Context: an optimization exercise on an open-source flow, tuned for small area and a short achievable clock period. The choices shown serve that exercise and are no tape-out recipe.
RTL that was checked went through simulation tests only; none was proved equivalent to the original.
No functional check of the RTL was part of runs 2 to 7.
Power is estimated from default activity; no workload was simulated.

## design/flow/config.mk

```make
export PLATFORM = sky130hd
export DESIGN_NAME = imem_fetch_unit
export DESIGN_NICKNAME = imem_fetch_unit
export VERILOG_FILES = /design/flow/design.v
export SDC_FILE = /design/flow/constraint.sdc
export NUM_CORES = 4
export LEC_CHECK = 0
export CAP_MARGIN = 20
export CORE_MARGIN = 2
export CORE_UTILIZATION = 50
export SLEW_MARGIN = 20
```

## design/flow/constraint.sdc

```tcl
create_clock -name core_clock -period 4.0 [get_ports {clk}]
set_input_delay 0.8000 -clock core_clock [delete_from_list [all_inputs] [get_ports {clk}]]
set_output_delay 0.8000 -clock core_clock [all_outputs]
set_load 0.01 [all_outputs]
```

## design/flow/design.v

```verilog
module imem_fetch_unit #(
  parameter int          DEPTH    = 64,
  parameter int          IDX_W    = 6,
  parameter logic [31:0] NOP_WORD = 32'h0000_0000
) (
  input  logic             clk,
  input  logic             rst_n,
  input  logic             load_start,
  input  logic             load_valid,
  input  logic [31:0]      load_data,
  input  logic             load_last,
  output logic             load_ready,
  input  logic [31:0]      pc_in,
  output logic [31:0]      instr,
  output logic             instr_valid,
  output logic             fetch_err,
  output logic             fetch_stall,
  output logic [IDX_W:0]   load_count
);
  localparam logic [IDX_W:0] FULL = (IDX_W+1)'(DEPTH);
  localparam logic [IDX_W:0] LAST = (IDX_W+1)'(DEPTH - 1);
  typedef enum logic [1:0] {
    IDLE,
    LOAD,
    RUN
  } state_t;
  state_t           state;
  state_t           state_nx;
  logic [IDX_W:0]   ptr;
  logic [31:0]      mem [DEPTH];
  logic             full;
  logic             accept;
  logic             hit;
  logic [IDX_W-1:0] idx;
  assign full        = ptr == FULL;
  assign load_ready  = (state == LOAD) && !full && !load_start;
  assign accept      = load_valid && load_ready;
  assign fetch_stall = state != RUN;
  assign idx         = pc_in[IDX_W+1:2];
  assign hit = (pc_in[1:0] == 2'b00) &&
               ({2'b00, pc_in[31:2]} < 32'(load_count));
  always_comb begin
    state_nx = state;
    unique case (state)
      IDLE: if (load_start) state_nx = LOAD;
      LOAD: begin
        if (load_start)
          state_nx = LOAD;
        else if (full)
          state_nx = RUN;
        else if (accept && (load_last || ptr == LAST))
          state_nx = RUN;
      end
      RUN:  if (load_start) state_nx = LOAD;
      default: state_nx = IDLE;
    endcase
  end
  always_ff @(posedge clk or negedge rst_n) begin
    if (!rst_n) state <= IDLE;
    else        state <= state_nx;
  end
  always_ff @(posedge clk or negedge rst_n) begin
    if (!rst_n) begin
      ptr         <= '0;
      load_count  <= '0;
      instr       <= NOP_WORD;
      instr_valid <= 1'b0;
      fetch_err   <= 1'b0;
    end else if (load_start) begin
      ptr         <= '0;
      load_count  <= '0;
      instr       <= NOP_WORD;
      instr_valid <= 1'b0;
      fetch_err   <= 1'b0;
    end else if (accept) begin
      ptr         <= ptr + 1'b1;
      load_count  <= ptr + 1'b1;
    end else if (state == RUN) begin
      instr_valid <= 1'b1;
      instr       <= hit ? mem[idx] : NOP_WORD;
      fetch_err   <= !hit;
    end
  end
  always_ff @(posedge clk) begin
    if (accept) mem[ptr[IDX_W-1:0]] <= load_data;
  end
endmodule
```

## design/flow/run.sh

```bash
#!/bin/bash
# synth_recipe.tcl (not shown) runs the flow's synth.tcl, then flattens the netlist and writes it again
# the make line also repeats each setting of config.mk as NAME=value (left out here)
make -C /OpenROAD-flow-scripts/flow DESIGN_CONFIG=/design/flow/config.mk WORK_HOME=/design/flow/orfs CLKGATE_MAP_FILE= SYNTH_SCRIPT=/design/flow/synth_recipe.tcl finish
```

==> flow_summary.ini, run 1 <==
[sta]
clock_skew_ps = 20.49
period_minus_slack_ps = 3674
rsz0062_at_grt = no
setup_violations = 0
worst_slew_pin_slew_ps = 1071
period_share_pct = 91.86
tns_ps = 0
slew-limit-headroom_pct = 28.61
timing.fmax_mhz = 272.2
maxSlewViolCount = 0
hold_violations = 0
worst_slack_ps = 325.6

[layout]
num-nets-final = 4173
area_delta_synth_final_pct = 16.12
fin_area_um2 = 93610
layout-drive-gt1-share_pct = 27.96

[routing]
routedWlPerCell_um = 36.31
ant_nets = 0
vias_per_cell = 6.452
drc = 0
dr.pass1.iters = 6
vias = 41480
routed_wl_mm = 233.4
first_iter_violations = 5791

[setup_path]
r2r-start = load_count[5]
critPathMaxFanout = 10
slowest_delay_ps = 510
ff2ff_setup_slack_ps = 700
slowest_stage = dfrtp_1
cp_cell_sequence = or3_1, buf_4, o31a_1, clkdlybuf4s50_1
required_ps = 3200
end_kind = output pin
critPathLaunchType = flop
r2r_end = instr[6]
r2r_cells = 8
worst-endpoint-arrival_ps = 2870
worst-setup-path-type = reg2out

[clock_network]
numCtsBuffers = 205
cts_tree = yes
clockRootBuffer = clkbuf_16
cts.sinks = 2091
worst_skew_pair.late_latency_ps = 840
cts_resized = 0
htree_levels = 4
clockBufferDepth = 3
postCtsHoldBufs = 0
clk_pin_slew_ps = 60
post_cts_buffers = 0

[synthesis]
synth_top_cell_area_share_pct = 76.28
syn_inst = 3669
synth_top_cell_by_area = edfxtp_1
synthArstFlopShare_pct = 2.056
synth_edf_count = 2048
ys.flop_type = edfxtp_1
synth_area_leaders = edfxtp_1 (76%), mux4_2 (13%), mux2i_1 (2.4%)
yosysMostFrequentCell = edfxtp_1
yosysUniqueCellTypes = 65
synth-seq-cells = 2091
synth_warnings = 1
synthesis.area_um2 = 80620
synth.avg_cell_area_um2 = 21.97
synth_nets = 3746
ys_seq_area_share_pct = 77.62
yosys-top-cells-count = edfxtp_1 (2048), mux4_2 (478), mux2i_1 (193), nand2_1 (120), nor2_1 (99)

[die]
coreArea_um2 = 160400
fp.dieH_um = 405.5
die_w_um = 405.5
die-area_um2 = 164500
ios = 112
rows = 147
initial_core_util_pct = 50.27

[pwr]
power.total_uw = 44990
ir_drop_mv = 0.4691
leakagePower_uw = 0.02989
p_per_area_nw_per_um2 = 480.6

[grt]
antenna_found_initial = 11
grt-ovfl-total = 0
grt_pass1_wl_mm = 323.3
grt_pass1_vias = 40330
grt_max_degree = 65
grt_use_total_pct = 28.68

[job]
maxCapViolCount = 0

[placement]
dp.final_hpwl_mm = 137.4
gp_congestion = 0.8371
port-buffer-count = 111
dpl_cell_area_um2 = 87110
post-place-ws_ps = 90.25

[hold_path]
min_path_type = in2async

[outcome]
outcome = timing/DRC/antenna clean
## logic make-up after synthesis
family | synth area share [%]
mux | 16.01
flops | 77.62
buf+inv | 1.481
simple gates | 2.072
compound gates | 2.615
fa+ha+maj | 0.1242
xor+xnor | 0.07605
## routing by layer
metal  track usage [%]  share of wire, %
met3             5.191               8.6
met4             7.448               2.5
met2             45.81                48
met1             41.28                41
met5                 0            0.0056
## worst max-delay path by stage
stage,start,to,slack [ps],cells past startpoint
3_5_place_dp,pc_in[3],instr[25],90,7
2_1_floorplan,load_start,mem[59][0],560,5
5_1_grt,load_count[5],load_ready,240,4
3_3_place_gp,pc_in[3],instr[25],110,7
4_1_cts,load_count[5],load_ready,280,4
6_report,load_count[5],load_ready,330,4
## flip-flops by register name (all words and copies together), names as in the netlist
| register | flops |
|---|---|
| load_count | 7 |
| fetch_err | 1 |
| mem | 2048 |
| instr | 32 |
| state | 2 |
| instr_valid | 1 |
## through the flow
stage                     instances  util, %  hold slack (ps)
after floorplan                3669        -            504.4
after global placement         6049    54.31            480.5
after detailed placement       6049    54.31            499.8
after CTS                      6423    58.32            86.15
after global routing           6425    58.36            104.7
final                          6429    58.37            117.9
## power breakdown
| part | switching [uW] | internal, uW |
|---|---|---|
| Combinational | 1440 | 872 |
| Sequential | 14.7 | 24100 |
| Clock | 8030 | 10600 |
## critical path, delay by kind of cell, from the launching register on
family / cells / cell delay (ps)
AOI/OAI and AO/OA: 1 / 390
buffers and inverters: 2 / 740
DFF: 1 / 510
and+or+nand+nor: 1 / 410
## placed cells by master, fill, tap and decap left out, drive strengths merged, types with 4 or more instances in the layout
master	synthesis	layout
a21oi	43	43
mux4	478	478
xnor2	7	7
a31oi	26	26
nand2b	11	11
clkinv	1	86
a22oi	57	57
nor2	100	100
a21o	4	4
diode	0	6
nor4	8	8
o221ai	13	13
nor2b	21	21
a211oi	20	20
dfrtp	43	43
mux2	19	19
clkbuf	36	274
inv	13	17
buf	159	342
mux2i	193	193
clkdlybuf4s50	0	72
o22ai	21	21
nand2	120	120
nand4	11	11
o21ai	39	39
a22o	10	10
bufinv	0	11
o211ai	6	6
and3	6	6
ha	8	8
a221oi	15	15
edfxtp	2048	2048
o2111ai	4	4
a32oi	4	4
and2	14	14
nand3	46	46
a221o	9	9
nor3	17	17
## area by class of cell
class	instances	area [um2]
flip-flops and latches	2091	62580
inverters	14	52.55
well taps	2160	2703
diodes	6	15.01
clock buffers	273	5653
repair buffers	415	4501
clock inverters	101	764.5
multi-input cells	1369	17350
fillers	11650	66770
==> inputs of run 2 (changes only) <==
==> design/flow/design.v (replaced) <==
module imem_fetch_unit #(
  parameter int          DEPTH    = 64,
  parameter int          IDX_W    = 6,
  parameter logic [31:0] NOP_WORD = 32'h0000_0000
) (
  input  logic             clk,
  input  logic             rst_n,
  input  logic             load_start,
  input  logic             load_valid,
  input  logic [31:0]      load_data,
  input  logic             load_last,
  output logic             load_ready,
  input  logic [31:0]      pc_in,
  output logic [31:0]      instr,
  output logic             instr_valid,
  output logic             fetch_err,
  output logic             fetch_stall,
  output logic [IDX_W:0]   load_count
);
  logic st_load;
  logic st_run;
  logic [DEPTH-1:0][31:0] mem;
  logic             full;
  logic             accept;
  logic             fetch;
  logic             pc_ok;
  logic [DEPTH-1:0] loaded;
  logic [DEPTH-1:0] dec;
  logic [DEPTH-1:0] sel;
  logic [31:0]      rd;
  logic             hit;
  assign full        = load_count[IDX_W];
  assign load_ready  = st_load && !full && !load_start;
  assign accept      = load_valid && load_ready;
  assign fetch_stall = !st_run;
  assign fetch       = st_run && !load_start;
  assign pc_ok = (pc_in[1:0] == 2'b00) && (pc_in[31:IDX_W+2] == '0);
  always_comb begin
    for (int i = 0; i < DEPTH; i++) begin
      loaded[i] = (IDX_W+1)'(i) < load_count;
      dec[i]    = pc_in[IDX_W+1:2] == IDX_W'(i);
      sel[i]    = dec[i] && loaded[i];
    end
  end
  assign hit = pc_ok && |sel;
  always_comb begin
    rd = '0;
    for (int i = 0; i < DEPTH; i++)
      rd = rd | ({32{sel[i]}} & mem[i]);
  end
  always_ff @(posedge clk or negedge rst_n) begin
    if (!rst_n) begin
      st_load <= 1'b0;
      st_run  <= 1'b0;
    end else if (load_start) begin
      st_load <= 1'b1;
      st_run  <= 1'b0;
    end else if (accept && (load_last || load_count == IDX_W'(DEPTH - 1))) begin
      st_load <= 1'b0;
      st_run  <= 1'b1;
    end
  end
  always_ff @(posedge clk or negedge rst_n) begin
    if (!rst_n)          load_count <= '0;
    else if (load_start) load_count <= '0;
    else if (accept)     load_count <= load_count + 1'b1;
  end
  always_ff @(posedge clk or negedge rst_n) begin
    if (!rst_n) begin
      instr       <= NOP_WORD;
      instr_valid <= 1'b0;
      fetch_err   <= 1'b0;
    end else begin
      instr       <= (fetch && pc_ok) ? (rd | ({32{!hit}} & NOP_WORD)) : NOP_WORD;
      instr_valid <= fetch;
      fetch_err   <= fetch && !hit;
    end
  end
  always_ff @(posedge clk) begin
    for (int i = 0; i < DEPTH; i++)
      if (accept && load_count[IDX_W-1:0] == IDX_W'(i)) mem[i] <= load_data;
  end
endmodule
==> run 2 against run 1 <==
  * Non-clock buffer count is 208 higher
  * Cell count is 4.8% higher
  * Area after synthesis is 6.1% lower
  * Largest power group unchanged
  * Register-to-register slack worse by 730 ps
  * Highest routed layer unchanged
  * Via count is 14% higher
  * Global-route usage is 7.8 points higher
  * Largest cell class unchanged
  * Die area is 6.1% lower
  * Hold slack worse by 43 ps
  * Critical path type is now reg2reg
  * Now fails the layout checks on setup timing
==> flow_summary.ini, run 2 <==
[clock_network]
cts_resized = 1
numCtsBuffers = 201
cts.sinks = 2091
postCtsHoldBufs = 0
worst_skew_pair.late_latency_ps = 850
clk_pin_slew_ps = 60
clockBufferDepth = 3
htree_levels = 4
post_cts_buffers = 0
clockRootBuffer = clkbuf_16
cts_tree = yes

[setup_path]
r2r_cells = 9
required_ps = 4710
end_kind = flop
ff2ff_setup_slack_ps = -30
r2r_end = instr[11]
slowest_delay_ps = 830
worst-setup-path-type = reg2reg
critPathMaxFanout = 20
timing.critical_path.depth = 9
crit_end = instr[11]
crit_top_cell = buf_4
cp_cell_sequence = o21ai_1, buf_4, a2111oi_4, buf_12, buf_4, a22oi_1, nand4_1, or4_1, o31a_1
slowest_stage = or4_1
path_buf_inv = 3
critPathLaunchType = flop
crit_family = compound AO/OA/AOI/OAI gates
critPathLaunch = load_count[1]
r2r-start = load_count[1]
worst-endpoint-arrival_ps = 4740

[outcome]
so.violations = setup timing
outcome = complete, but fails checks

[layout]
largest_reg_flops = 2048
area_delta_synth_final_pct = 20.92
layout-drive-gt1-share_pct = 20.76
final_cell_mix = edfxtp_1 (2048), a22oi_1 (555), buf_4 (354), clkbuf_16 (202), a22o_1 (179)
num-nets-final = 4615
mostFrequentLayoutCell = edfxtp_1

[synthesis]
synth-seq-cells = 2091
synth_edf_count = 2048
yosysMostFrequentCell = edfxtp_1
synth_nets = 4032
yosysUniqueCellTypes = 64
ys_seq_area_share_pct = 82.67
synth_top_cell_by_area = edfxtp_1
synth_top_cell_area_share_pct = 81.25
synthesis.area_um2 = 75690
ys.flop_type = edfxtp_1
syn_inst = 3959
synth_area_leaders = edfxtp_1 (81%), a22oi_1 (5.5%), a22o_1 (2.1%)
synth.avg_cell_area_um2 = 19.12
synthArstFlopShare_pct = 2.056
synth_warnings = 1
yosys-top-cells-count = edfxtp_1 (2048), a22oi_1 (555), a22o_1 (179), a221oi_1 (167), nand4_1 (139)

[hold_path]
min_path_type = in2async

[grt]
grt_pass1_vias = 44420
grt_max_degree = 65
grt_pass1_wl_mm = 379.2
antenna_found_initial = 15
grt-ovfl-total = 0
grt_use_total_pct = 36.49

[routing]
dr.pass1.iters = 7
first_iter_violations = 8877
vias_per_cell = 7.046
vias = 47480
routedWlPerCell_um = 41.61
routed_wl_mm = 280.4
drc = 0
ant_nets = 0

[sta]
setup_violations = 1
maxSlewViolCount = 0
worst_slack_ps = -29.28
worst_slew_pin_slew_ps = 1171
period_share_pct = 100.7
period_minus_slack_ps = 4029
slew-limit-headroom_pct = 21.21
tns_ps = -29.28
hold_violations = 0
rsz0062_at_grt = no
timing.fmax_mhz = 248.2
clock_skew_ps = 41.69

[placement]
gp_congestion = 0.9164
dp.final_hpwl_mm = 164.9
port-buffer-count = 111

[die]
ios = 112
rows = 142
die-area_um2 = 154500
coreArea_um2 = 150100
fp.dieH_um = 393.1
die_w_um = 393.1
initial_core_util_pct = 50.42

[pwr]
p_per_area_nw_per_um2 = 470.7
power.total_uw = 43080
ir_drop_mv = 0.4467
leakagePower_uw = 0.02874

[job]
maxCapViolCount = 0
## run 2: worst reg2reg max path: stages, from the launching register on
cell and delay [ps]:
dfrtp_1 640, o21ai_1 620, buf_4 280, a2111oi_4 100, buf_12 190, buf_4 260, a22oi_1 240, nand4_1 410
or4_1 830, o31a_1 360
## run 2: logic make-up (layout without fill, tap and decap cells)
kind of cell,after synthesis,after routing,synth area share (%)
buffers and inverters,252,1008,1.468
AO/OA/AOI/OAI,1105,1105,12.00
other,0,8,0
XOR/XNOR,1,1,0.01157
AND/OR/NAND/NOR,506,506,3.779
flip-flops,2091,2091,82.67
adder cells (fa/ha/maj),4,4,0.06613
## run 2: per-layer routing
metal | GRT usage (%) | routed length (um) | vias to the layer above
met5 | 0 | 34 | -
met4 | 14.33 | 12410 | 6
met3 | 9.494 | 40180 | 667
met2 | 55.06 | 126800 | 4049
met1 | 51.10 | 101000 | 24530
li1 | - | - | 18230
## run 2: final cells by class
| type | instances | area [um2] |
|---|---|---|
| clock inverters | 130 | 1013 |
| repair buffers | 623 | 6953 |
| multi-input cells | 1616 | 13180 |
| diodes | 8 | 20.02 |
| inverters | 9 | 33.78 |
| well taps | 2016 | 2522 |
| fillers | 10770 | 58610 |
| flip-flops and latches | 2091 | 62580 |
| clock buffers | 246 | 5230 |
## run 2: worst min path at each step
| stage | startpoint | endpoint | cells after the start |
|---|---|---|---|
| CTS | rst_n | instr[18] | 1 |
| finish | rst_n | instr[2] | 1 |
| global route | rst_n | instr[2] | 1 |
| floorplan | st_load | st_load | 1 |
| global placement | st_load | st_load | 1 |
| detailed placement | st_load | st_load | 1 |
## run 2: stage by stage
step	hold WS (ps)	cell area (um2)	setup WS, ps	util, %	cells
6_report	75.20	91520	-29.28	60.96	6739
5_1_grt	103.1	91510	1.055	60.95	6734
4_1_cts	91.10	91430	130.1	60.90	6730
3_5_place_dp	459.6	85180	-631.7	56.73	6354
3_3_place_gp	458.9	85080	-1047	56.67	6348
2_1_floorplan	441.6	75690	80.02	-	3959
## run 2: report_power, final
part | internal [uW] | switching (uW) | total [uW]
combinational | 134 | 540 | 674
clock | 10100 | 8220 | 18300
sequential | 24100 | 23.1 | 24100
total | 34300 | 8780 | 43100
==> inputs of run 3 (changes only) <==
--- a/design/flow/design.v
+++ b/design/flow/design.v
@@ -20,6 +20,6 @@
   logic st_load;
   logic st_run;
+  logic stall;
   logic [DEPTH-1:0][31:0] mem;
-  logic             full;
   logic             accept;
   logic             fetch;
@@ -30,8 +30,8 @@
   logic [31:0]      rd;
   logic             hit;
-  assign full        = load_count[IDX_W];
-  assign load_ready  = st_load && !full && !load_start;
+  assign load_ready  = st_load && !load_start;
   assign accept      = load_valid && load_ready;
-  assign fetch_stall = !st_run;
+  assign st_run      = !stall;
+  assign fetch_stall = stall;
   assign fetch       = st_run && !load_start;
   assign pc_ok = (pc_in[1:0] == 2'b00) && (pc_in[31:IDX_W+2] == '0);
@@ -52,11 +52,11 @@
     if (!rst_n) begin
       st_load <= 1'b0;
-      st_run  <= 1'b0;
+      stall   <= 1'b1;
     end else if (load_start) begin
       st_load <= 1'b1;
-      st_run  <= 1'b0;
+      stall   <= 1'b1;
     end else if (accept && (load_last || load_count == IDX_W'(DEPTH - 1))) begin
       st_load <= 1'b0;
-      st_run  <= 1'b1;
+      stall   <= 1'b0;
     end
   end
@@ -77,7 +77,13 @@
     end
   end
+  logic             beat;
+  logic [DEPTH-1:0] wsel;
+  assign beat = load_valid && !load_start;
+  always_comb
+    for (int i = 0; i < DEPTH; i++)
+      wsel[i] = st_load && load_count[IDX_W-1:0] == IDX_W'(i);
   always_ff @(posedge clk) begin
     for (int i = 0; i < DEPTH; i++)
-      if (accept && load_count[IDX_W-1:0] == IDX_W'(i)) mem[i] <= load_data;
+      if (beat && wsel[i]) mem[i] <= load_data;
   end
 endmodule
--- a/design/flow/config.mk
+++ b/design/flow/config.mk
@@ -6,6 +6,8 @@
 export NUM_CORES = 4
 export LEC_CHECK = 0
+export ABC_CLOCK_PERIOD_IN_PS = 1500
 export CAP_MARGIN = 20
 export CORE_MARGIN = 2
-export CORE_UTILIZATION = 50
+export CORE_UTILIZATION = 60
+export SETUP_SLACK_MARGIN = 1.5
 export SLEW_MARGIN = 20
==> run 3 against run 2 <==
  * The run now finishes clean
  * Area after synthesis shrank 0.22%
  * Hold slack gained 370 ps
  * First-iteration DRC count grew 9.1%
  * Clock power is essentially flat
  * Clock-buffer cell count grew 10
  * Cell area grew 6.3%
  * Non-clock buffer count grew 327
  * Critical path depth grew 2
  * Utilization grew 17 points
  * Register-to-register slack gained 620 ps
  * Synthesized cell count grew 0.13%
  * Clock skew shrank 5.6 ps
==> flow_summary.ini, run 3 <==
[pwr]
swShare_pct = 20.24
ir_drop_mv = 0.6092
p_seq_share_pct = 55.5
comb_power_share_pct = 1.7
switchingPower_uw = 8785
intPower_uw = 34620
clockPowerShare_pct = 42.8
leakagePower_uw = 0.03225
p_per_area_nw_per_um2 = 446.2

[grt]
antenna_found_initial = 14
grtUsageMet1_pct = 61.35
grt-ovfl-total = 0
grt_pass1_wl_mm = 397.4
met3_usage_pct = 14.36
grt_pass1_vias = 47600
grt_use_total_pct = 46.45
use_met2_pct = 69.03
busiest_layer = met2
grt_max_degree = 65

[layout]
mostFrequentLayoutCell = edfxtp_1
area_delta_synth_final_pct = 28.79
fin_area_um2 = 97270
final_cell_mix = edfxtp_1 (2048), a22oi_1 (513), buf_4 (500), buf_12 (235), clkbuf_16 (207)
num-nets-final = 4947
fin_util_pct = 77.66
layout-drive-gt1-share_pct = 30.90
largest_reg_flops = 2048

[sta]
tns_ps = 0
slew-limit-headroom_pct = 18.40
timing.fmax_mhz = 293.0
period_minus_slack_ps = 3413
hold_ws_ps = 440.7
rsz0062_at_grt = yes
maxSlewViolCount = 0
worst_slew_pin_slew_ps = 1224
hold_violations = 0
period_share_pct = 85.33
clock_skew_ps = 36.08
setup_violations = 0

[synthesis]
synthArstFlopShare_pct = 2.056
synth_top_cell_by_area = edfxtp_1
synth_edf_count = 2048
synthesis.area_um2 = 75520
yosysMostFrequentCell = edfxtp_1
synth_nets = 4037
synth.avg_cell_area_um2 = 19.05
synth_area_leaders = edfxtp_1 (81%), a22oi_1 (5.5%), a22o_1 (2.1%)
synth_warnings = 1
synth-seq-cells = 2091
yosys-top-cells-count = edfxtp_1 (2048), a22oi_1 (555), a22o_1 (184), a221oi_1 (178), clkbuf_1 (176)
ys.flop_type = edfxtp_1
syn_inst = 3964
ys_seq_area_share_pct = 82.86
synth_top_cell_area_share_pct = 81.43
yosysUniqueCellTypes = 64

[clock_network]
numCtsBuffers = 198
htree_levels = 4
clk_pin_slew_ps = 70
cts.sinks = 2091
cts_tree = yes
clockBufferDepth = 3
clockRootBuffer = clkbuf_16
worst_skew_pair.late_latency_ps = 860

[placement]
port-buffer-count = 111
dpl_cell_area_um2 = 85170
gp_congestion = 0.9394
dp.final_hpwl_mm = 168.3

[routing]
dr.pass1.iters = 10
routedWlPerCell_um = 44.82
routed_wl_mm = 300.4
drc = 0
ant_nets = 0
first_iter_violations = 9687
vias = 50600
vias_per_cell = 7.550

[die]
initial_core_util_pct = 60.30
coreArea_um2 = 125200
rows = 130
fp.dieH_um = 358.8
die-area_um2 = 128700
die_w_um = 358.8
ios = 112

[setup_path]
critPathLaunchType = flop
crit_family = simple AND/OR/NAND/NOR gates
path_buf_inv = 4
slowest_stage = a222oi_1
worst-setup-path-type = reg2reg
r2r_cells = 11
critPathMaxFanout = 5
ff2ff_setup_slack_ps = 590
worst-endpoint-arrival_ps = 4090
required_ps = 4670
cp_cell_sequence = buf_8, nor4b_4, buf_6, buf_6, a2111oi_4, buf_12, a222oi_1, and4_1, nand4_1, nor4_1, a21oi_1
r2r-start = load_count[6]
crit_top_cell = buf_6
slowest_delay_ps = 610
end_kind = flop
r2r_end = instr[6]

[job]
maxCapViolCount = 0

[hold_path]
min_to = load_count[5]
min_from = load_start
holdPathStages = 2
min_path_type = in2reg

[outcome]
outcome = timing/DRC/antenna clean
==> run 3: cell types whose count changed in the layout (fill, tap and decap cells not counted), moves of 36 or more <==
| cell | change |
|---|---|
| a221oi_2 | +68 |
| buf_4 | +146 |
| clkdlybuf4s50_1 | -49 |
| a221oi_1 | -68 |
| buf_6 | +84 |
| buf_12 | +65 |
| dlymetal6s2s_1 | +36 |
| a22oi_1 | -42 |
| a22oi_2 | +42 |
==> run 3: logic make-up (layout without fill, tap and decap cells) <==
kind of cell,Yosys count,after routing,synth area share (%)
AOI/OAI and AO/OA,1111,1111,11.96
xor gates and xnor gates,3,3,0.03480
adders and majority gates,4,4,0.06627
buffers and inverters,245,1326,1.305
DFF,2091,2091,82.86
muxes,1,1,0.01325
other,0,7,0
and+or+nand+nor,509,509,3.762
==> run 3: stage by stage <==
step / setup WS (ps) / instances / power (uW)
2_1_floorplan: 1191 / 3964 / 24700
3_3_place_gp: -1569 / 6015 / 25220
3_5_place_dp: -543.1 / 6019 / 25250
4_1_cts: 730.6 / 6609 / 43270
5_1_grt: 599.0 / 6698 / 44170
6_report: 587.0 / 6702 / 43400
==> run 3: repair_timing <==
item | in CTS | in global routing
pin swaps | 209 | 121
setup buffers | 205 | 81
endpoints found under the setup margin | 1702 | 932
cloned | 13 | 5
hold buffers | 1 | 0
endpoints found under the hold margin | 13 | 0
resized for setup | 385 | 154
==> run 3: how the worst max path moves through the flow <==
stage,start,to,depth (start not counted)
final,load_count[6],instr[6],11
after global placement,pc_in[7],instr[29],11
after CTS,load_count[6],instr[13],12
after floorplan,pc_in[5],instr[17],9
after detailed placement,pc_in[7],instr[13],10
after global routing,load_count[6],instr[13],12
==> run 3: metal layers <==
layer	vias to the layer above	wire (um)
li1	18910	-
met1	25460	97980
met2	5092	132800
met3	1124	47220
met4	8	22260
met5	-	184
==> run 3: power by group through the flow <==
stage / sequential, uW / clock (uW) / combinational (uW)
2_1_floorplan: 24600 / 0 / 141
3_3_place_gp: 24600 / 0 / 651
3_5_place_dp: 24600 / 0 / 684
4_1_cts: 24100 / 18500 / 709
5_1_grt: 24100 / 19300 / 770
6_report: 24100 / 18600 / 750
==> run 3: final cells by class <==
| cell class | instances | area (um2) |
|---|---|---|
| tap | 1650 | 2064 |
| antenna | 7 | 17.52 |
| inverter | 5 | 18.77 |
| fill | 6738 | 27980 |
| timing repair buffer | 950 | 11200 |
| clock inverter | 115 | 1071 |
| multi-input combinational | 1628 | 14980 |
| sequential | 2091 | 62600 |
| clock buffer | 256 | 5316 |
==> inputs of run 4 (changes only) <==
--- a/design/flow/config.mk
+++ b/design/flow/config.mk
@@ -6,5 +6,4 @@
 export NUM_CORES = 4
 export LEC_CHECK = 0
-export ABC_CLOCK_PERIOD_IN_PS = 1500
 export CAP_MARGIN = 20
 export CORE_MARGIN = 2
==> run 4 against run 3 <==
  * Still clean
  * Area after synthesis stayed put
  * Combinational power hardly changed
  * Register-to-register slack hardly changed
  * Die area stayed put
  * First-iteration DRC count stayed put
  * Clock-buffer cell count stayed put
  * Routed wire length stayed put
  * Critical endpoint unchanged
  * Largest cell class unchanged
==> flow_summary.ini, run 4 <==
[hold_path]
min_path_type = in2reg

[layout]
num-nets-final = 4947
final_cell_mix = edfxtp_1 (2048), a22oi_1 (513), buf_4 (500), buf_12 (235), clkbuf_16 (207)
fin_area_um2 = 97270
num-fill-cells = 6738
mostFrequentLayoutCell = edfxtp_1
final_cell_count_no_fill = 6702
largest_reg_flops = 2048
area_delta_synth_final_pct = 28.79
layout-drive-gt1-share_pct = 30.90

[synthesis]
ys_seq_area_share_pct = 82.86
synth-seq-cells = 2091
synth_area_leaders = edfxtp_1 (81%), a22oi_1 (5.5%), a22o_1 (2.1%)
synthArstFlopShare_pct = 2.056
synth.avg_cell_area_um2 = 19.05
yosys-top-cells-count = edfxtp_1 (2048), a22oi_1 (555), a22o_1 (184), a221oi_1 (178), clkbuf_1 (176)
synth_warnings = 1
synthesis.area_um2 = 75520
synth_top_cell_area_share_pct = 81.43
syn_inst = 3964
ys.flop_type = edfxtp_1
yosysUniqueCellTypes = 64
yosysMostFrequentCell = edfxtp_1
synth_edf_count = 2048
synth_top_cell_by_area = edfxtp_1
synth_nets = 4037

[setup_path]
worst-endpoint-arrival_ps = 4090
end_kind = flop
critPathMaxFanout = 5
worst-setup-path-type = reg2reg
critPathLaunchType = flop
required_ps = 4670

[clock_network]
cts.sinks = 2091
worst_skew_pair.late_latency_ps = 860
clockRootBuffer = clkbuf_16
numCtsBuffers = 198
htree_levels = 4
cts_tree = yes
clk_pin_slew_ps = 70
clockBufferDepth = 3

[pwr]
power.total_uw = 43400
ir_drop_mv = 0.6092
leakagePower_uw = 0.03225
p_per_area_nw_per_um2 = 446.2

[routing]
dr.pass1.iters = 10
vias = 50600
drc = 0
first_iter_violations = 9687
vias_per_cell = 7.550
routedWlPerCell_um = 44.82
ant_nets = 0
routed_wl_mm = 300.4

[die]
fp.dieH_um = 358.8
die_w_um = 358.8
die-area_um2 = 128700
initial_core_util_pct = 60.30
rows = 130
ios = 112
coreArea_um2 = 125200

[grt]
busiest_layer = met2
grt_pass1_wl_mm = 397.4
use_met2_pct = 69.03
met3_usage_pct = 14.36
grt_max_degree = 65
grtUsageMet1_pct = 61.35
grt_use_total_pct = 46.45
grt-ovfl-total = 0
grt_pass1_vias = 47600
antenna_found_initial = 14

[placement]
post-place-ws_ps = -543.1
dp.final_hpwl_mm = 168.3
port-buffer-count = 111
dpl.cell_count = 6019
gp_congestion = 0.9394
dpl_cell_area_um2 = 85170

[job]
maxCapViolCount = 0

[outcome]
outcome = timing/DRC/antenna clean

[sta]
worst_slew_pin_slew_ps = 1224
period_share_pct = 85.33
timing.fmax_mhz = 293.0
rsz0062_at_grt = yes
worst_slack_ps = 587.0
slew-limit-headroom_pct = 18.40
maxSlewViolCount = 0
period_minus_slack_ps = 3413
setup_violations = 0
hold_violations = 0
clock_skew_ps = 36.08
==> run 4: cell counts after synthesis <==
Identical to the previous run, type by type.
==> run 4: kinds of logic (layout without fill, tap and decap cells) <==
family	after synthesis	in the layout	share of synthesized area, %
other	0	7	0
buffers and inverters	245	1326	1.305
multiplexers	1	1	0.01325
AO/OA/AOI/OAI	1111	1111	11.96
AND/OR/NAND/NOR	509	509	3.762
XOR/XNOR	3	3	0.03480
flip-flops	2091	2091	82.86
adder cells (fa/ha/maj)	4	4	0.06627
==> run 4: critical path, stage by stage, from the launching register on <==
cell and delay (ps):
dfrtp_4 540, buf_8 170, nor4b_4 220, buf_6 180, buf_6 110, a2111oi_4 90, buf_12 170, a222oi_1 610
and4_1 320, nand4_1 410, nor4_1 330, a21oi_1 120
==> run 4: cell type report <==
type | count | area (um2) | share of cell area (%)
diodes | 7 | 17.52 | 0.01801
clock buffers | 256 | 5316 | 5.466
clock inverters | 115 | 1071 | 1.101
inverters | 5 | 18.77 | 0.01930
multi-input cells | 1628 | 14980 | 15.40
flip-flops and latches | 2091 | 62600 | 64.36
well taps | 1650 | 2064 | 2.123
repair buffers | 950 | 11200 | 11.52
==> run 4: worst paths after layout <==
check | from | end | slack (ps) | depth (start not counted)
hold / removal | load_start | load_count[5] | 440 | 2
setup reg to reg | load_count[6] | instr[6] | 590 | 11
min in group asynchronous | rst_n | st_load | 500 | 3
setup / recovery | load_count[6] | instr[6] | 590 | 11
hold reg to reg | stall | stall | 510 | 2
max in group asynchronous | rst_n | instr[31] | 2710 | 3
==> run 4: routing by layer <==
| layer | wire length (um) | share of wire [%] |
|---|---|---|
| met2 | 132800 | 44 |
| met3 | 47220 | 16 |
| met5 | 184 | 0.061 |
| met1 | 97980 | 33 |
| met4 | 22260 | 7.4 |
==> run 4: metrics by stage <==
step	setup TNS, ps	utilization (%)	hold WS [ps]
3_3_place_gp	-9859	67.94	488.3
3_5_place_dp	-5142	68.00	494.4
6_report	0	77.66	440.7
2_1_floorplan	0	-	493.7
4_1_cts	0	76.37	395.2
5_1_grt	0	77.65	419.0
==> run 4: repair_timing <==
action / in CTS / in global routing
resized for setup: 385 / 154
hold buffers: 1 / 0
cloned: 13 / 5
endpoints found under the setup margin: 1702 / 932
setup buffers: 205 / 81
pin swaps: 209 / 121
hold endpoints to repair: 13 / 0
==> run 4: power by group <==
group	switching, uW	internal, uW
clock	8180	10400
combinational	592	157
sequential	14.7	24100
total	8780	34600
==> inputs of run 5 (changes only) <==
--- a/design/flow/design.v
+++ b/design/flow/design.v
@@ -25,7 +25,5 @@
   logic             fetch;
   logic             pc_ok;
-  logic [DEPTH-1:0] loaded;
   logic [DEPTH-1:0] dec;
-  logic [DEPTH-1:0] sel;
   logic [31:0]      rd;
   logic             hit;
@@ -36,16 +34,20 @@
   assign fetch       = st_run && !load_start;
   assign pc_ok = (pc_in[1:0] == 2'b00) && (pc_in[31:IDX_W+2] == '0);
-  always_comb begin
-    for (int i = 0; i < DEPTH; i++) begin
-      loaded[i] = (IDX_W+1)'(i) < load_count;
-      dec[i]    = pc_in[IDX_W+1:2] == IDX_W'(i);
-      sel[i]    = dec[i] && loaded[i];
+  always_comb
+    for (int i = 0; i < DEPTH; i++)
+      dec[i] = pc_in[IDX_W+1:2] == IDX_W'(i);
+  assign hit = pc_ok && ({1'b0, pc_in[IDX_W+1:2]} < load_count);
+  localparam int N3 = DEPTH / 3;
+  logic [31:0][N3-1:0] grp_n;
+  for (genvar b = 0; b < 32; b++) begin : g_bit
+    for (genvar k = 0; k < N3; k++) begin : g_grp3
+      imem_aoi222 u_aoi (
+        .a0(dec[3*k]),   .b0(mem[3*k][b]),
+        .a1(dec[3*k+1]), .b1(mem[3*k+1][b]),
+        .a2(dec[3*k+2]), .b2(mem[3*k+2][b]),
+        .y (grp_n[b][k])
+      );
     end
-  end
-  assign hit = pc_ok && |sel;
-  always_comb begin
-    rd = '0;
-    for (int i = 0; i < DEPTH; i++)
-      rd = rd | ({32{sel[i]}} & mem[i]);
+    assign rd[b] = ~&grp_n[b] | (dec[DEPTH-1] & mem[DEPTH-1][b]);
   end
   always_ff @(posedge clk or negedge rst_n) begin
@@ -72,5 +74,5 @@
       fetch_err   <= 1'b0;
     end else begin
-      instr       <= (fetch && pc_ok) ? (rd | ({32{!hit}} & NOP_WORD)) : NOP_WORD;
+      instr       <= (fetch && hit) ? rd : NOP_WORD;
       instr_valid <= fetch;
       fetch_err   <= fetch && !hit;
@@ -88,2 +90,8 @@
   end
 endmodule
+module imem_aoi222 (
+  input  logic a0, b0, a1, b1, a2, b2,
+  output logic y
+);
+  assign y = ~((a0 & b0) | (a1 & b1) | (a2 & b2));
+endmodule
--- a/design/flow/config.mk
+++ b/design/flow/config.mk
@@ -9,4 +9,5 @@
 export CORE_MARGIN = 2
 export CORE_UTILIZATION = 60
-export SETUP_SLACK_MARGIN = 1.5
+export SETUP_SLACK_MARGIN = 1.0
 export SLEW_MARGIN = 20
+export SYNTH_HIERARCHICAL = 1
==> run 5 against run 4 <==
  * The layout now fails its checks (antenna rules)
  * Combinational power rose by 120%
  * Critical path depth grew 3
  * Clock power down 3%
  * Clock skew down 16 ps
  * Routed wire length decreased by 23%
  * Largest power group unchanged
  * Highest routed layer unchanged
==> flow_summary.ini, run 5 <==
[sta]
rsz0062_at_grt = yes
clock_skew_ps = 20.27
hold_violations = 0
period_share_pct = 78.63
period_minus_slack_ps = 3145
slew-limit-headroom_pct = 21.61
hold_ws_ps = 428.9
maxSlewViolCount = 0
worst_slew_pin_slew_ps = 1176
worst_slack_ps = 855.0
timing.fmax_mhz = 318.0
setup_violations = 0

[routing]
first_iter_violations = 9086
routed_wl_mm = 232.2
dr.pass1.iters = 10
vias = 43320
vias_per_cell = 7.203
ant_nets = 1
drc = 0
routedWlPerCell_um = 38.62

[synthesis]
synth_area_leaders = edfxtp_1 (85%), a222oi_1 (9.3%), dfrtp_1 (1.5%)
syn_inst = 3322
synth.avg_cell_area_um2 = 21.77
synth_top_cell_by_area = edfxtp_1
ys_seq_area_share_pct = 86.51
synth_nets = 3400
synthesis.area_um2 = 72330
yosysUniqueCellTypes = 35
synthArstFlopShare_pct = 2.056
synth-seq-cells = 2091
synth_edf_count = 2048
yosysMostFrequentCell = edfxtp_1
synth_warnings = 7
synth_top_cell_area_share_pct = 85.02
yosys-top-cells-count = edfxtp_1 (2048), a222oi_1 (672), nor2_1 (138), nand4_1 (131), nand2_1 (61)
ys.flop_type = edfxtp_1

[layout]
num-nets-final = 4313
layout-drive-gt1-share_pct = 26.10
area_delta_synth_final_pct = 23.64
mostFrequentLayoutCell = edfxtp_1
fin_area_um2 = 89440
largest_reg_flops = 2048
final_cell_count_no_fill = 6014
num-fill-cells = 7010
final_cell_mix = edfxtp_1 (2048), a222oi_1 (672), buf_4 (454), clkbuf_16 (203), nand4_1 (131)

[setup_path]
worst-endpoint-arrival_ps = 3820
slowest_stage = or4_4
critPathLaunchType = primary input
r2r_cells = 7
cp_cell_sequence = buf_6, buf_12, nand2b_4, buf_12, buf_12, buf_4, nor2_2, buf_12, buf_4, a222oi_1, nand4_1, or4_4, a2111oi_4, nor3_1
worst-setup-path-type = in2reg
crit_top_cell = buf_12
end_kind = flop
critPathMaxFanout = 19
slowest_delay_ps = 760
required_ps = 4680

[grt]
grt-ovfl-total = 0
grt_pass1_wl_mm = 317.3
antenna_found_initial = 20
grt_max_degree = 65
grt_use_total_pct = 37.85
grt_pass1_vias = 41670

[placement]
dp.final_hpwl_mm = 137.4
post-place-ws_ps = -1269
dpl.cell_count = 5530
port-buffer-count = 111
gp_congestion = 0.9538
dpl_cell_area_um2 = 81220

[die]
fp.dieH_um = 351.2
initial_core_util_pct = 60.37
ios = 112
die_w_um = 351.2
rows = 127
die-area_um2 = 123400
coreArea_um2 = 119800

[clock_network]
clockBufferDepth = 3
cts_tree = yes
htree_levels = 4
cts.sinks = 2091
clk_pin_slew_ps = 60
numCtsBuffers = 196
worst_skew_pair.late_latency_ps = 820
clockRootBuffer = clkbuf_16

[pwr]
ir_drop_mv = 0.4886
power.total_uw = 43850
p_per_area_nw_per_um2 = 490.3
leakagePower_uw = 0.02887

[hold_path]
min_path_type = in2reg
holdPathStages = 1

[job]
maxCapViolCount = 0

[outcome]
outcome = complete, but fails checks
so.violations = antenna rules
[run 5: changes by cell type after synthesis, sizes merged, moves of 27 or more]
cell | before | now
a21oi | 29 | 2
nor4 | 47 | 6
a22o | 184 | 0
a22oi | 555 | 0
a222oi | 56 | 672
a221oi | 178 | 0
clkbuf | 176 | 27
nand3 | 73 | 45
nor2 | 91 | 138
buf | 64 | 1
or4 | 8 | 37
[run 5: kinds of logic (layout without fill, tap and decap cells)]
family,Yosys count,after routing,share of synthesized area (%)
xor gates and xnor gates,4,4,0.04843
AOI/OAI and AO/OA,716,716,9.794
buffers and inverters,35,1096,0.1920
DFF,2091,2091,86.51
and+or+nand+nor,467,478,3.300
adders and majority gates,9,9,0.1557
other,0,8,0
[run 5: final cells by class]
cell class	instances	area [um2]	share of cell area, %
Clock buffer	255	5315	5.943
Multi-Input combinational cell	1207	11020	12.32
Clock inverter	102	935.9	1.046
Timing Repair Buffer	732	7525	8.414
Antenna cell	8	20.02	0.02238
Inverter	7	26.28	0.02938
Sequential cell	2091	62580	69.97
Tap cell	1612	2017	2.255
[run 5: routing by layer]
layer	wire length, um	track usage (%)	vias to the layer above
met1	82060	51.26	22300
met2	108000	57.88	3184
met3	28950	9.085	448
met4	13140	20.02	14
met5	91	0	-
li1	-	-	17380
[run 5: final timing paths]
path | slack, ps | startpoint | end
min in group asynchronous | 580 | rst_n | st_load
max in group asynchronous | 2950 | rst_n | instr[6]
setup reg to reg | 1180 | load_count[2] | fetch_err
hold reg to reg | 560 | st_load | st_load
hold / removal | 430 | load_data[10] | mem[1290]
setup / recovery | 850 | pc_in[7] | instr[6]
[run 5: timing repair]
action | CTS | global route
endpoints found under the setup margin | 33 | 31
endpoints found under the hold margin | 7 | 0
hold buffers | 1 | 0
gates resized for setup | 176 | 41
pin swaps | 78 | 65
setup buffers | 71 | 31
gates cloned | 15 | 0
[run 5: modules after synthesis (local to each module, per instance)]
module	cell area, um2	copies in the design	flops+latches
imem_fetch_unit	65610	1	2091
imem_aoi222	10.01	672	0
[run 5: critical path, delay by kind of cell]
kind	cells	cell delay [ps]
buffers and inverters	7	890
AO/OA/AOI/OAI	2	510
AND/OR/NAND/NOR	5	1570
[run 5: power by group]
group	switching [uW]	internal [uW]	total (uW)	leakage [uW]
Clock	7770	10300	18100	0.00307
Sequential	12.5	24100	24100	0.0190
Combinational	1150	510	1660	0.00680
Total	8940	34900	43800	0.0289
[run 5: stage by stage]
| stage | util (%) | setup TNS, ps |
|---|---|---|
| 3_5_place_dp | 67.79 | -17280 |
| 4_1_cts | 74.25 | 0 |
| 6_report | 74.65 | 0 |
| 5_1_grt | 74.63 | 0 |
| 3_3_place_gp | 67.78 | -17050 |
| 2_1_floorplan | - | 0 |
==> inputs of run 6 (changes only) <==
--- a/design/flow/config.mk
+++ b/design/flow/config.mk
@@ -9,5 +9,4 @@
 export CORE_MARGIN = 2
 export CORE_UTILIZATION = 60
-export SETUP_SLACK_MARGIN = 1.0
 export SLEW_MARGIN = 20
 export SYNTH_HIERARCHICAL = 1
==> run 6 against run 5 <==
  * The layout fails its checks (setup timing)
  * Register-to-register slack lost 100 ps
  * First-iteration DRC count shrank 3.4%
  * Hold slack gained 38 ps
  * Global-route usage shrank 1.5 points
  * Flip-flop and latch count is the same
==> flow_summary.ini, run 6 <==
[outcome]
outcome = complete, but fails checks
so.violations = setup timing

[routing]
first_iter_violations = 8781
routedWlPerCell_um = 37.03
vias_per_cell = 7.158
ant_nets = 0
vias = 43100
drc = 0
dr.pass1.iters = 11
routed_wl_mm = 223.0

[setup_path]
critPathLaunchType = primary input
critPathMaxFanout = 13
r2r_cells = 7
slowest_stage = or4_1
path_buf_inv = 3
crit_top_cell = buf_4
crit_family = simple AND/OR/NAND/NOR gates
r2r-start = mem[682]
cp_cell_sequence = clkdlybuf4s50_1, nor2b_1, nand2_1, nor2_2, buf_4, buf_4, a222oi_1, nand4_1, or4_1, a2111oi_1, nor3_1
worst-setup-path-type = in2reg
ff2ff_setup_slack_ps = 1080
required_ps = 4680
worst-endpoint-arrival_ps = 4690
end_kind = flop
slowest_delay_ps = 770
r2r_end = instr[10]

[sta]
worst_slack_ps = -9.037
slew-limit-headroom_pct = 19.05
maxSlewViolCount = 0
period_minus_slack_ps = 4009
worst_slew_pin_slew_ps = 1213
hold_violations = 0
tns_ps = -22.80
timing.fmax_mhz = 249.4
hold_ws_ps = 467.2
clock_skew_ps = 16.85
setup_violations = 3
period_share_pct = 100.2

[clock_network]
worst_skew_pair.late_latency_ps = 840
clk_pin_slew_ps = 60
clockBufferDepth = 3
clockRootBuffer = clkbuf_16
cts_tree = yes
cts.sinks = 2091
post_cts_buffers = 0
numCtsBuffers = 197
htree_levels = 4

[synthesis]
synth-seq-cells = 2091
ys_seq_area_share_pct = 86.51
yosysMostFrequentCell = edfxtp_1
synth_edf_count = 2048
ys.flop_type = edfxtp_1
synth.avg_cell_area_um2 = 21.77
synthArstFlopShare_pct = 2.056
synthesis.area_um2 = 72330
yosysUniqueCellTypes = 35
synth_warnings = 7
synth_nets = 3400
synth_top_cell_area_share_pct = 85.02
synth_top_cell_by_area = edfxtp_1
syn_inst = 3322
yosys-top-cells-count = edfxtp_1 (2048), a222oi_1 (672), nor2_1 (138), nand4_1 (131), nand2_1 (61)
synth_area_leaders = edfxtp_1 (85%), a222oi_1 (9.3%), dfrtp_1 (1.5%)

[layout]
mostFrequentLayoutCell = edfxtp_1
fin_area_um2 = 88320
largest_reg_flops = 2048
fin_util_pct = 73.72
layout-drive-gt1-share_pct = 24.60
num-nets-final = 4302
num-fill-cells = 7078
area_delta_synth_final_pct = 22.11
final_cell_mix = edfxtp_1 (2048), a222oi_1 (672), buf_4 (514), clkbuf_16 (205), nand4_1 (131)

[pwr]
swShare_pct = 20.45
intPower_uw = 34950
p_seq_share_pct = 54.8
clockPowerShare_pct = 41.8
comb_power_share_pct = 3.4
p_per_area_nw_per_um2 = 497.4
ir_drop_mv = 0.5189
leakagePower_uw = 0.02862
switchingPower_uw = 8983

[hold_path]
min_from = load_data[14]
holdPathStages = 1
min_path_type = in2reg
min_to = mem[814]

[placement]
post-place-ws_ps = -994.7
port-buffer-count = 111
gp_congestion = 1.048
dp.final_hpwl_mm = 139.6
dpl_cell_area_um2 = 81880

[die]
coreArea_um2 = 119800
rows = 127
initial_core_util_pct = 60.37
die_w_um = 351.2
fp.dieH_um = 351.2
die-area_um2 = 123400
ios = 112

[grt]
antenna_found_initial = 13
grt_pass1_vias = 41130
grt_max_degree = 65
grt-ovfl-total = 0
grt_use_total_pct = 36.30
grt_pass1_wl_mm = 307.1

[job]
maxCapViolCount = 0
==> run 6: cell types whose count changed in the layout (fill, tap and decap cells not counted), moves of 9 or more <==
cell / previous run / this run
a2111oi_4: 10 / 0
clkbuf_1: 48 / 39
or4_1: 8 / 33
buf_12: 130 / 109
a2111oi_0: 6 / 26
clkinv_2: 39 / 50
buf_4: 454 / 514
nor2_4: 102 / 69
buf_6: 39 / 0
or4_4: 26 / 1
nor2_2: 38 / 59
==> run 6: through the flow <==
stage	power, uW	cells
finish	43940	6021
floorplan	24850	3322
detailed placement	25990	5636
global route	44950	6006
CTS	44040	6006
global placement	25950	5636
==> run 6: how the worst max path moves through the flow <==
stage | to | from | depth (start not counted)
floorplan | mem[100] | load_valid | 5
global placement | instr[14] | pc_in[7] | 14
detailed placement | instr[14] | pc_in[5] | 10
CTS | instr[14] | pc_in[5] | 10
global route | instr[10] | pc_in[3] | 12
finish | instr[16] | pc_in[3] | 11
==> run 6: routing by layer <==
metal | wire length [um] | vias to the layer above | global-route usage, % | share of wire, %
li1 | - | 17340 | - | -
met1 | 79140 | 22100 | 49.00 | 35
met2 | 102400 | 3185 | 55.40 | 46
met3 | 29630 | 468 | 9.968 | 13
met4 | 11750 | 6 | 17.76 | 5.3
met5 | 32 | - | 0 | 0.014
==> run 6: per-module statistics from Yosys (local to each module, per instance) <==
module	flip-flops and latches	cells
imem_fetch_unit	2091	2650
imem_aoi222	0	1
==> run 6: cell type report <==
class / count / area, um2 / share of cell area [%]
Antenna cell: 15 / 37.54 / 0.04250
Clock buffer: 245 / 5290 / 5.989
Clock inverter: 124 / 1086 / 1.230
Inverter: 7 / 26.28 / 0.02975
Multi-Input combinational cell: 1196 / 10310 / 11.68
Sequential cell: 2091 / 62580 / 70.85
Tap cell: 1612 / 2017 / 2.284
Timing Repair Buffer: 731 / 6977 / 7.899
==> run 6: worst reg2reg max path, stage by stage, from the launching register on <==
cell       delay, ps
edfxtp_1         380
a222oi_1         360
buf_4            170
nand4_1          420
buf_4            340
or4_1            630
a2111oi_1        390
nor3_1            80
==> run 6: cell families after synthesis <==
kind of cell    count (synthesis)  share of synthesized area (%)
fa+ha+maj                       9                         0.1557
compound gates                716                          9.794
simple gates                  467                          3.300
buf+inv                        35                         0.1920
flops                        2091                          86.51
xor+xnor                        4                        0.04843
==> run 6: power by group through the flow <==
stage	clock, uW	sequential, uW	combinational (uW)
finish	18300	24100	1490
global route	19300	24100	1520
CTS	18500	24100	1440
detailed placement	0	24600	1430
global placement	0	24600	1390
floorplan	0	24600	288
==> run 6: repair_timing <==
action,CTS,global route
hold buffers,1,0
resized for setup,2,7
endpoints found under the setup margin,2,6
endpoints found under the hold margin,22,0
pin swaps,0,1
==> inputs of run 7 (changes only) <==
==> design/flow/flow/run.sh (new file) <==
#!/bin/bash
set -euo pipefail
export BUFFER_PORTS_ARGS="-buffer_cell sky130_fd_sc_hd__buf_2"
bash standard.sh > standard.log 2>&1
==> design/flow/standard.sh (new file) <==
#!/bin/bash
# synth_recipe.tcl (not shown) runs the flow's synth.tcl, then flattens the netlist and writes it again
# the make line also repeats each setting of config.mk as NAME=value (left out here)
make -C /OpenROAD-flow-scripts/flow DESIGN_CONFIG=/design/flow/config.mk WORK_HOME=/design/flow/orfs CLKGATE_MAP_FILE= SYNTH_SCRIPT=/design/flow/synth_recipe.tcl "${@:-finish}"
--- a/design/flow/config.mk
+++ b/design/flow/config.mk
@@ -9,4 +9,5 @@
 export CORE_MARGIN = 2
 export CORE_UTILIZATION = 60
+export SETUP_SLACK_MARGIN = 0.5
 export SLEW_MARGIN = 20
 export SYNTH_HIERARCHICAL = 1
removed: design/flow/run.sh
==> run 7 against run 6 <==
  * The run now finishes clean
  * Setup slack better by 470 ps
  * Clock-buffer cell count is 5 higher
  * Area after synthesis stayed put
  * Hold slack worse by 430 ps
  * Total power is 1.1% lower
  * Largest power group unchanged
  * Highest routed layer unchanged
==> flow_summary.ini, run 7 <==
[layout]
mostFrequentLayoutCell = edfxtp_1
layout-drive-gt1-share_pct = 21.15
num-nets-final = 4024
final_cell_count_no_fill = 5732
fin_area_um2 = 85130
area_delta_synth_final_pct = 17.70
num-fill-cells = 7435
regArea_um2 = 62580
largest_reg_flops = 2048
multi_input_area_um2 = 10390
final_cell_mix = edfxtp_1 (2048), a222oi_1 (672), buf_4 (292), clkbuf_16 (202), nand4_1 (131)

[pwr]
p_per_area_nw_per_um2 = 510.6
ir_drop_mv = 0.5030
leakagePower_uw = 0.02702
power.total_uw = 43470

[sta]
setup_violations = 0
period_share_pct = 88.53
worst_slack_ps = 458.6
hold_violations = 0
maxSlewViolCount = 0
slew-limit-headroom_pct = 22.34
timing.fmax_mhz = 282.4
worst_slew_pin_slew_ps = 1164
period_minus_slack_ps = 3541
clock_skew_ps = 24.25
hold_ws_ps = 32.77
rsz0062_at_grt = yes

[setup_path]
critPathLaunchType = primary input
worst-setup-path-type = in2reg
end_kind = flop
r2r-start = load_count[2]
critPathMaxFanout = 14
critPathLaunch = pc_in[4]
worst-endpoint-arrival_ps = 4220
required_ps = 4680

[routing]
routedWlPerCell_um = 39.32
routed_wl_mm = 225.4
drc = 0
ant_nets = 0
first_iter_violations = 9438
dr.pass1.iters = 10
vias = 42030
vias_per_cell = 7.333

[grt]
antenna_found_initial = 26
use_met2_pct = 55.70
grt-ovfl-total = 0
grt_use_total_pct = 36.91
grt_pass1_vias = 40240
grt_max_degree = 65
met3_usage_pct = 10.66
busiest_layer = met2
grtUsageMet1_pct = 50.44
grt_pass1_wl_mm = 310.6

[clock_network]
post_cts_buffers = 0
cts.sinks = 2091
worst_skew_pair.late_latency_ps = 820
clockBufferDepth = 3
htree_levels = 4
numCtsBuffers = 196
clockRootBuffer = clkbuf_16
postCtsHoldBufs = 0
cts_tree = yes
clk_pin_slew_ps = 60

[synthesis]
ys.flop_type = edfxtp_1
ys_seq_area_share_pct = 86.51
yosysUniqueCellTypes = 35
synth_top_cell_area_share_pct = 85.02
synth_warnings = 7
synthesis.area_um2 = 72330
synth-seq-cells = 2091
synth.avg_cell_area_um2 = 21.77
syn_inst = 3322
synth_edf_count = 2048
synth_nets = 3400
yosysMostFrequentCell = edfxtp_1
yosys-top-cells-count = edfxtp_1 (2048), a222oi_1 (672), nor2_1 (138), nand4_1 (131), nand2_1 (61)
synth_area_leaders = edfxtp_1 (85%), a222oi_1 (9.3%), dfrtp_1 (1.5%)
synthArstFlopShare_pct = 2.056
synth_top_cell_by_area = edfxtp_1

[die]
coreArea_um2 = 119800
die_w_um = 351.2
ios = 112
die-area_um2 = 123400
initial_core_util_pct = 60.37
rows = 127
fp.dieH_um = 351.2

[placement]
dpl.cell_count = 5357
gp_congestion = 0.9734
post-place-ws_ps = -613.7
dp.final_hpwl_mm = 137.8
dpl_cell_area_um2 = 78780
port-buffer-count = 111

[outcome]
outcome = timing/DRC/antenna clean

[job]
maxCapViolCount = 0

[hold_path]
min_path_type = in2async
## run 7: cell counts after synthesis
Identical to the previous run, type by type.
## run 7: what timing repair did
| item | 4_1_cts | 5_1_grt |
|---|---|---|
| pin swaps | 1 | 7 |
| endpoints found under the setup margin | 2 | 15 |
| resized for setup | 4 | 13 |
## run 7: per-layer routing
metal | share of wire (%) | routed length, um
met2 | 46 | 102600
met1 | 35 | 79610
met5 | 0.082 | 184
met4 | 5.1 | 11480
met3 | 14 | 31540
## run 7: modules after synthesis, one instance, submodules excluded
module	flops+latches	times used	area [um2]
imem_aoi222	0	672	10.01
imem_fetch_unit	2091	1	65610
## run 7: through the flow
step	TNS [ps]	util (%)
after detailed placement	-4380	65.76
final	0	71.06
after global placement	-3451	65.64
after global routing	0	71.03
after floorplan	0	-
after CTS	0	70.96
## run 7: worst paths after layout
kind / endpoint / slack, ps / cells after the start
setup / recovery: instr[27] / 460 / 11
hold / removal: instr[27] / 30 / 1
setup reg to reg: instr[9] / 670 / 6
hold reg to reg: stall / 550 / 1
max in group asynchronous: instr[21] / 3460 / 1
min in group core_clock: fetch_err / 340 / 4
## run 7: final cells by class
type                            instances  area share, %
Antenna cell                           12        0.03527
Tap cell                             1612          2.369
Sequential cell                      2091          73.50
Timing Repair Buffer                  454          4.553
Clock inverter                        110          1.098
Multi-Input combinational cell       1196          12.20
Inverter                                7        0.03086
Clock buffer                          250          6.208
## run 7: kinds of logic (layout without fill, tap and decap cells)
family                   Yosys count  after routing  share of synthesized area [%]
flip-flops                      2091           2091                          86.51
buffers and inverters             35            821                         0.1920
AND/OR/NAND/NOR                  467            467                          3.300
other                              0             12                              0
adder cells (fa/ha/maj)            9              9                         0.1557
AO/OA/AOI/OAI                    716            716                          9.794
XOR/XNOR                           4              4                        0.04843
## run 7: where the power goes
group,switching (uW),internal (uW)
logic,1070,312
clock network,7820,10200
registers,17.2,24100
## run 7: worst max-delay path, stage by stage
cell       delay [ps]
buf_2             130
buf_4             160
nor2_1             90
nand2_1           280
nor2_2            280
buf_4             260
a222oi_1          420
nand4_1           430
or4_1             800
a2111oi_0         450
nor3_1             90
==> inputs of run 8 (changes only) <==
--- a/design/flow/design.v
+++ b/design/flow/design.v
@@ -26,5 +26,4 @@
   logic             pc_ok;
   logic [DEPTH-1:0] dec;
-  logic [31:0]      rd;
   logic             hit;
   assign load_ready  = st_load && !load_start;
@@ -39,15 +38,28 @@
   assign hit = pc_ok && ({1'b0, pc_in[IDX_W+1:2]} < load_count);
   localparam int N3 = DEPTH / 3;
-  logic [31:0][N3-1:0] grp_n;
+  logic        miss_n;
+  logic [31:0] instr_nx;
+  assign miss_n = !(fetch && hit);
   for (genvar b = 0; b < 32; b++) begin : g_bit
-    for (genvar k = 0; k < N3; k++) begin : g_grp3
+    logic [N3:0] l1;
+    logic [5:0]  l2;
+    logic [2:0]  l3;
+    for (genvar k = 0; k < N3; k++) begin : g_l1
       imem_aoi222 u_aoi (
         .a0(dec[3*k]),   .b0(mem[3*k][b]),
         .a1(dec[3*k+1]), .b1(mem[3*k+1][b]),
         .a2(dec[3*k+2]), .b2(mem[3*k+2][b]),
-        .y (grp_n[b][k])
+        .y (l1[k])
       );
     end
-    assign rd[b] = ~&grp_n[b] | (dec[DEPTH-1] & mem[DEPTH-1][b]);
+    imem_nand2 u_l1x (.a(dec[DEPTH-1]), .b(mem[DEPTH-1][b]), .y(l1[N3]));
+    for (genvar k = 0; k < 5; k++) begin : g_l2
+      imem_nand4 u_nand (.a(l1[4*k]), .b(l1[4*k+1]), .c(l1[4*k+2]), .d(l1[4*k+3]), .y(l2[k]));
+    end
+    imem_nand2 u_l2x (.a(l1[20]), .b(l1[21]), .y(l2[5]));
+    for (genvar k = 0; k < 3; k++) begin : g_l3
+      imem_nor2 u_nor (.a(l2[2*k]), .b(l2[2*k+1]), .y(l3[k]));
+    end
+    imem_aoi31 u_l4 (.a0(l3[0]), .a1(l3[1]), .a2(l3[2]), .b(miss_n), .y(instr_nx[b]));
   end
   always_ff @(posedge clk or negedge rst_n) begin
@@ -74,5 +86,5 @@
       fetch_err   <= 1'b0;
     end else begin
-      instr       <= (fetch && hit) ? rd : NOP_WORD;
+      instr       <= instr_nx | ({32{miss_n}} & NOP_WORD);
       instr_valid <= fetch;
       fetch_err   <= fetch && !hit;
@@ -96,2 +108,26 @@
   assign y = ~((a0 & b0) | (a1 & b1) | (a2 & b2));
 endmodule
+module imem_nand2 (
+  input  logic a, b,
+  output logic y
+);
+  assign y = ~(a & b);
+endmodule
+module imem_nand4 (
+  input  logic a, b, c, d,
+  output logic y
+);
+  assign y = ~(a & b & c & d);
+endmodule
+module imem_nor2 (
+  input  logic a, b,
+  output logic y
+);
+  assign y = ~(a | b);
+endmodule
+module imem_aoi31 (
+  input  logic a0, a1, a2, b,
+  output logic y
+);
+  assign y = ~((a0 & a1 & a2) | b);
+endmodule
--- a/design/flow/config.mk
+++ b/design/flow/config.mk
@@ -9,5 +9,8 @@
 export CORE_MARGIN = 2
 export CORE_UTILIZATION = 60
-export SETUP_SLACK_MARGIN = 0.5
+export CTS_BUF_LIST = sky130_fd_sc_hd__clkbuf_8
+export CTS_CLUSTER_DIAMETER = 50
+export CTS_CLUSTER_SIZE = 16
+export SETUP_SLACK_MARGIN = 2.0
 export SLEW_MARGIN = 20
 export SYNTH_HIERARCHICAL = 1
==> run 8 against run 7 <==
  * Critical path type unchanged
  * Clock skew grew 28 ps
  * Register-to-register slack improved by 900 ps
  * Still clean
  * Sequential power barely moved
  * Clock power shrank 31%
  * Cell area up 9.2%
  * Global-route usage grew 2.0 points
  * Critical endpoint is now instr[22]
  * First-iteration DRC count rose by 36%
==> flow_summary.ini, run 8 <==
[synthesis]
synth_top_cell_area_share_pct = 85.00
synth_warnings = 7
synth_nets = 3453
synth_edf_count = 2048
ys_seq_area_share_pct = 86.49
yosys-top-cells-count = edfxtp_1 (2048), a222oi_1 (672), nor2_1 (237), nand4_1 (166), nand2_1 (90)
yosysUniqueCellTypes = 32
synth_area_leaders = edfxtp_1 (85%), a222oi_1 (9.3%), dfrtp_1 (1.5%)
muxShareOfSynthArea_pct = 0.02940
synthArstFlopShare_pct = 2.056
synthesis.area_um2 = 72350
synth_top_cell_by_area = edfxtp_1
syn_inst = 3375
synth_top_family_by_area = compound AO/OA/AOI/OAI gates
yosysMostFrequentCell = edfxtp_1
synth.avg_cell_area_um2 = 21.44
synth_compound_area_share_pct = 9.632
synth_simple_gate_area_share_pct = 3.502
synth-seq-cells = 2091
ys.flop_type = edfxtp_1
synth_xor_area_share_pct = 0.03631
synth-adder-area-share_pct = 0.1556

[routing]
ant_nets = 0
vias = 47920
routed_wl_mm = 281.1
routedWlPerCell_um = 45.57
dr.pass1.iters = 10
first_iter_violations = 12850
drc = 0
vias_per_cell = 7.769

[setup_path]
crit_top_cell = buf_12
slowest_delay_ps = 810
worst-endpoint-arrival_ps = 3410
worst-setup-path-type = in2reg
r2r-start = load_count[2]
critPathMaxFanout = 10
critPathLaunchType = primary input
slowest_stage = a222oi_1
r2r_end = mem[1745]
end_kind = flop
cp_cell_sequence = buf_12, buf_8, nand2b_4, buf_12, buf_4, nor2_4, buf_6, a222oi_1, nand4_1, nor2_2, a31oi_4
r2r_cells = 10
ff2ff_setup_slack_ps = 1570
required_ps = 4810

[layout]
final_cell_mix = edfxtp_1 (2048), a222oi_1 (672), buf_4 (290), buf_12 (262), clkbuf_8 (181)
mostFrequentLayoutCell = edfxtp_1
largest_reg_flops = 2048
num-fill-cells = 6362
num-nets-final = 4506
layout-drive-gt1-share_pct = 31.78
fin_util_pct = 77.58
area_delta_synth_final_pct = 28.47

[hold_path]
min_to = stall
min_path_type = in2reg
min_from = load_last
holdPathStages = 4

[sta]
worst_slew_pin_slew_ps = 1249
tns_ps = 0
rsz0062_at_grt = yes
period_minus_slack_ps = 2598
maxSlewViolCount = 0
setup_violations = 0
slew-limit-headroom_pct = 16.72
period_share_pct = 64.95
hold_violations = 0
timing.fmax_mhz = 384.9
clock_skew_ps = 52.73

[die]
fp.dieH_um = 351.3
die-area_um2 = 123400
coreArea_um2 = 119800
initial_core_util_pct = 60.39
rows = 127
die_w_um = 351.3
ios = 112

[pwr]
p_per_area_nw_per_um2 = 410.9
leakagePower_uw = 0.02977
ir_drop_mv = 0.4378

[clock_network]
clockBufferDepth = 3
clk_pin_slew_ps = 90
clockRootBuffer = clkbuf_8
numCtsBuffers = 170
cts.sinks = 2091
cts_tree = yes
worst_skew_pair.late_latency_ps = 980
htree_levels = 4

[grt]
grt_pass1_wl_mm = 324.6
antenna_found_initial = 11
grt_use_total_pct = 38.89
grt_max_degree = 65
grt-ovfl-total = 0
grt_pass1_vias = 41250

[job]
maxCapViolCount = 0

[placement]
gp_congestion = 0.9063
port-buffer-count = 111
dp.final_hpwl_mm = 128.4

[outcome]
outcome = timing/DRC/antenna clean
==> run 8: cell types whose count changed in the layout (fill, tap and decap cells not counted), moves of 43 or more <==
cell,change
clkbuf_16,-84
buf_12,+210
nor2_4,+89
buf_6,+103
clkbuf_8,+176
clkbuf_1,-43
==> run 8: kinds of logic (layout without fill, tap and decap cells) <==
logic type,count (synthesis),in the layout
AOI/OAI and AO/OA,712,712
muxes,2,2
other,0,9
DFF,2091,2091
and+or+nand+nor,535,550
buffers and inverters,23,1180
adders and majority gates,9,9
xor gates and xnor gates,3,3
==> run 8: stage by stage <==
step	power, uW	hold WS, ps	worst slack (ps)	instances	instance area [um2]
global placement	25770	549.6	-167.5	5323	78200
CTS	37780	115.9	1451	5818	85720
finish	38190	230.3	1402	6168	92950
detailed placement	25810	570.3	-178.3	5325	78260
floorplan	24910	504.4	1151	3375	73500
global route	38900	215.5	1454	6160	92930
==> run 8: critical path: cells and delay by family <==
kind	cells	cell delay, ps
AO/OA/AOI/OAI	2	940
AND/OR/NAND/NOR	4	890
buffers and inverters	5	740
==> run 8: timing repair <==
| item | CTS | global route |
|---|---|---|
| setup endpoints to repair | 2119 | 2013 |
| hold buffers | 1 | 0 |
| pin swaps | 111 | 140 |
| endpoints found under the hold margin | 32 | 0 |
| gates cloned | 28 | 171 |
| buffers inserted | 173 | 170 |
| resized for setup | 446 | 309 |
==> run 8: report_power, final <==
part	internal [uW]	leakage, uW	total (uW)	switching (uW)
registers	24100	0.0190	24100	13.3
clock network	5150	0.00184	12400	7240
logic	450	0.00897	1730	1280
==> run 8: area by class of cell <==
| cell class | instances | area, um2 | share of cell area, % |
|---|---|---|---|
| clock buffers | 181 | 2491 | 2.680 |
| clock inverters | 110 | 983.4 | 1.058 |
| well taps | 1612 | 2017 | 2.170 |
| flip-flops and latches | 2091 | 62610 | 67.36 |
| inverters | 7 | 42.54 | 0.04577 |
| diodes | 9 | 22.52 | 0.02423 |
| multi-input cells | 1276 | 11930 | 12.83 |
| repair buffers | 882 | 12850 | 13.83 |
==> run 8: metal layers <==
metal	routed length [um]	up-vias	share of wire, %	global-route usage, %
met1	88340	23940	31	54.26
met3	49150	1042	17	9.619
met5	235	-	0.084	0
met2	121500	5211	43	58.73
met4	21860	10	7.8	18.14
li1	-	17710	-	-
==> run 8: how the worst max path moves through the flow <==
stage / start / endpoint / slack, ps
finish: pc_in[7] / instr[22] / 1400
global route: pc_in[7] / instr[10] / 1450
CTS: instr[20] / instr[20] / 1450
detailed placement: pc_in[7] / instr[20] / -180
global placement: pc_in[7] / instr[20] / -170
floorplan: load_start / mem[480] / 1150
==> run 8: Yosys stat by module, one instance, submodules excluded <==
module	cells inside	times used	flops+latches	cell area, um2
imem_fetch_unit	2351	1	2091	63830
imem_aoi222	1	672	0	10.01
imem_aoi31	1	32	0	6.256
imem_nand4	1	160	0	6.256
imem_nand2	1	64	0	3.754
imem_nor2	1	96	0	3.754

Check on run 8: ideal ports give 1.402 ns setup slack; a clkbuf_16 on the clock port and buf_2 on the inputs give 1.390 ns; moving port delays by the midpoint clock arrival (1.030 ns) as well gives 0.402 ns.
